This is an optimization exercise on Yosys and OpenROAD, whose aim is small area, a short achievable clock period and few clock cycles per item, not a production implementation. Where RTL was checked, it was by simulation tests only, not by an equivalence proof against the original.

==> flow/design.v <==
module xtea_core (
    input  logic         clock,
    input  logic         reset_n,
    input  logic         in_valid,
    output logic         in_ready,
    input  logic         mode,
    input  logic [31:0]  data_in1,
    input  logic [31:0]  data_in2,
    input  logic [127:0] key_in,
    output logic         out_valid,
    input  logic         out_ready,
    output logic [31:0]  data_out1,
    output logic [31:0]  data_out2,
    output logic         busy
);
    localparam logic [31:0] DELTA   = 32'h9E3779B9;
    logic         prep;     
    logic         run;      
    logic         full;     
    logic         ph;       
    logic         mode_q;
    logic [31:0]  x;
    logic [31:0]  y;
    logic [5:0]   n;        
    logic [31:0]  kk;       
    logic [127:0] key_q;
    logic         idle;
    logic         accept;
    logic         last;
    logic         fin_dec;
    logic [1:0]   idx;      
    logic [5:0]   n_nx;
    logic         ph_nx;
    logic [1:0]   idx_nx;
    logic [31:0]  sum;      
    logic [31:0]  sums [33];
    logic [31:0]  kw;
    logic [31:0]  mx;
    logic [31:0]  y_new;
    function automatic logic [31:0] add_bk(input logic [31:0] a, input logic [31:0] b,
                                           input logic cin);
        logic [32:0] gg;
        logic [32:0] pp;
        logic [31:0] p;
        p  = a ^ b;
        gg = {a & b, cin};
        pp = {p, 1'b0};
        for (int d = 1; d < 33; d = d * 2) begin
            for (int i = 2 * d - 1; i < 33; i = i + 2 * d) begin
                gg[i] = gg[i] | (pp[i] & gg[i - d]);
                pp[i] = pp[i] & pp[i - d];
            end
        end
        for (int d = 16; d >= 1; d = d / 2) begin
            for (int i = 3 * d - 1; i < 33; i = i + 2 * d) begin
                gg[i] = gg[i] | (pp[i] & gg[i - d]);
                pp[i] = pp[i] & pp[i - d];
            end
        end
        add_bk = p ^ gg[31:0];
    endfunction
    assign idle      = !prep && !run;
    assign in_ready  = idle && (!full || out_ready);
    assign accept    = in_valid && in_ready;
    assign out_valid = full;
    assign busy      = prep || run || full;
    for (genvar i = 0; i < 33; i++) begin : g_sum
        assign sums[i] = 32'(i * DELTA);
    end
    assign sum = sums[n];
    always_comb begin
        if (idle) begin
            n_nx   = mode ? 6'd32 : 6'd0;
            ph_nx  = 1'b0;
            idx_nx = mode ? sums[32][12:11] : sums[0][1:0];
        end else begin
            n_nx   = ph ? n : (mode_q ? n - 6'd1 : n + 6'd1);
            ph_nx  = !ph;
            idx_nx = (ph_nx ^ mode_q) ? sums[n_nx][12:11] : sums[n_nx][1:0];
        end
    end
    always_comb begin
        case (idx)
            2'd0:    kw = key_q[127:96];
            2'd1:    kw = key_q[95:64];
            2'd2:    kw = key_q[63:32];
            default: kw = key_q[31:0];
        endcase
    end
    assign mx    = add_bk((y << 4) ^ (y >> 5), y, 1'b0);
    assign y_new = add_bk(x, mx ^ kk, mode_q);
    assign last    = !ph && (mode_q ? (n == 6'd0) : n[5]);
    assign fin_dec = last && mode_q;
    always_ff @(posedge clock or negedge reset_n) begin
        if (!reset_n) begin
            prep <= 1'b0;
            run  <= 1'b0;
            full <= 1'b0;
        end else begin
            prep <= accept;
            if (prep) begin
                run <= 1'b1;
            end else if (run && last) begin
                run <= 1'b0;
            end
            if (run && last) begin
                full <= 1'b1;
            end else if (out_ready) begin
                full <= 1'b0;
            end
        end
    end
    always_ff @(posedge clock) begin
        if (accept) begin
            x      <= data_in1;
            y      <= data_in2;
            mode_q <= mode;
        end else if (prep) begin
            if (mode_q) begin
                x <= y;
                y <= x;
            end
        end else if (run) begin
            x <= fin_dec ? y_new : y;
            if (!fin_dec) y <= y_new;
        end
        if (idle) key_q <= key_in;
        n   <= n_nx;
        ph  <= ph_nx;
        idx <= idx_nx;
        kk <= add_bk(sum, kw, 1'b0) ^ {32{mode_q}};
    end
    assign data_out1 = x;
    assign data_out2 = y;
endmodule
export LEC_CHECK = 0
export CAP_MARGIN = 20
export CORE_MARGIN = 2
export CORE_UTILIZATION = 40
export SLEW_MARGIN = 20
create_clock -name core_clock -period 12.0 [get_ports {clock}]
standard.sh (not shown) runs the stock make flow with config.mk's settings and CLKGATE_MAP_FILE= SYNTH_SCRIPT=/design/flow/synth_recipe.tcl, a recipe that flattens the netlist after the stock synthesis.
==> flow/flow/run.sh <==
#!/bin/bash
# Layout flow: the standard flow (standard.sh: the standard synthesis, floorplan, place,
# CTS, route, finish) with two changes: the ports are buffered by the smallest buffer cell
# instead of the delay buffer buffer_ports picks by default, and clock tree synthesis adds no
# dummy loads. Each ORFS step logs to orfs/logs/; the whole make output goes to flow.log here.
set -euo pipefail
export BUFFER_PORTS_ARGS="-buffer_cell sky130_fd_sc_hd__buf_1"
export CTS_ARGS="-sink_clustering_enable -repair_clock_nets -dont_use_dummy_load -buf_list {sky130_fd_sc_hd__clkbuf_8}"
export SETUP_SLACK_MARGIN=6.5
bash standard.sh > flow.log 2>&1
==> next run, changes <==
--- a/flow/design.v
+++ b/flow/design.v
@@ -88,6 +88,6 @@
         endcase
     end
-    assign mx    = add_bk((y << 4) ^ (y >> 5), y, 1'b0);
-    assign y_new = add_bk(x, mx ^ kk, mode_q);
+    assign mx    = ((y << 4) ^ (y >> 5)) + y;
+    assign y_new = x + (mx ^ kk) + {31'd0, mode_q};
     assign last    = !ph && (mode_q ? (n == 6'd0) : n[5]);
     assign fin_dec = last && mode_q;
Result: The new run produced a clean layout. Fmax grows by 4.0%. Via count increases by 9.6%. Clock skew went down by 0.012 ns. Final cell count rose by 4.7%. Utilization drops by 0.78 points.
Testbench counts after the change, summed over its fixed seeds: cycles 25,352, items 384.
No functional check of the RTL was part of the first run of this note.

==> separate check: timing with driven ports <==
In the flow no input, the clock included, has a driving cell. The finished layouts below were timed again as built, in two steps. Step 1 assumes that a clkbuf_16 drives the clock port and a buf_2 every other input. Step 2 times the ports against the registers' clock, not the clock port: input delays grow and output delays shrink by t, the midpoint of the rising clock arrivals with the driver on. Slacks: no drivers / after step 1 / after step 2; pairs: no drivers / after step 1.
run | t (ns) | slack for setup (ns) | clock arrival spread, ns | slew at the worst register clock pin (ns) | worst data-port slew with drivers (ns)
the first run | 0.621 | 6.520 / 6.520 / 6.520 | 0.048 / 0.047 | 0.06 / 0.06 | 0.06
the second run | 0.598 | 6.729 / 6.702 / 6.702 | 0.040 / 0.040 | 0.06 / 0.06 | 0.06
After both steps setup and hold are still met in every run listed. For the second run, which loses most, drivers alone change the setup slack by -0.027 ns; drivers and shift together by -0.027 ns.
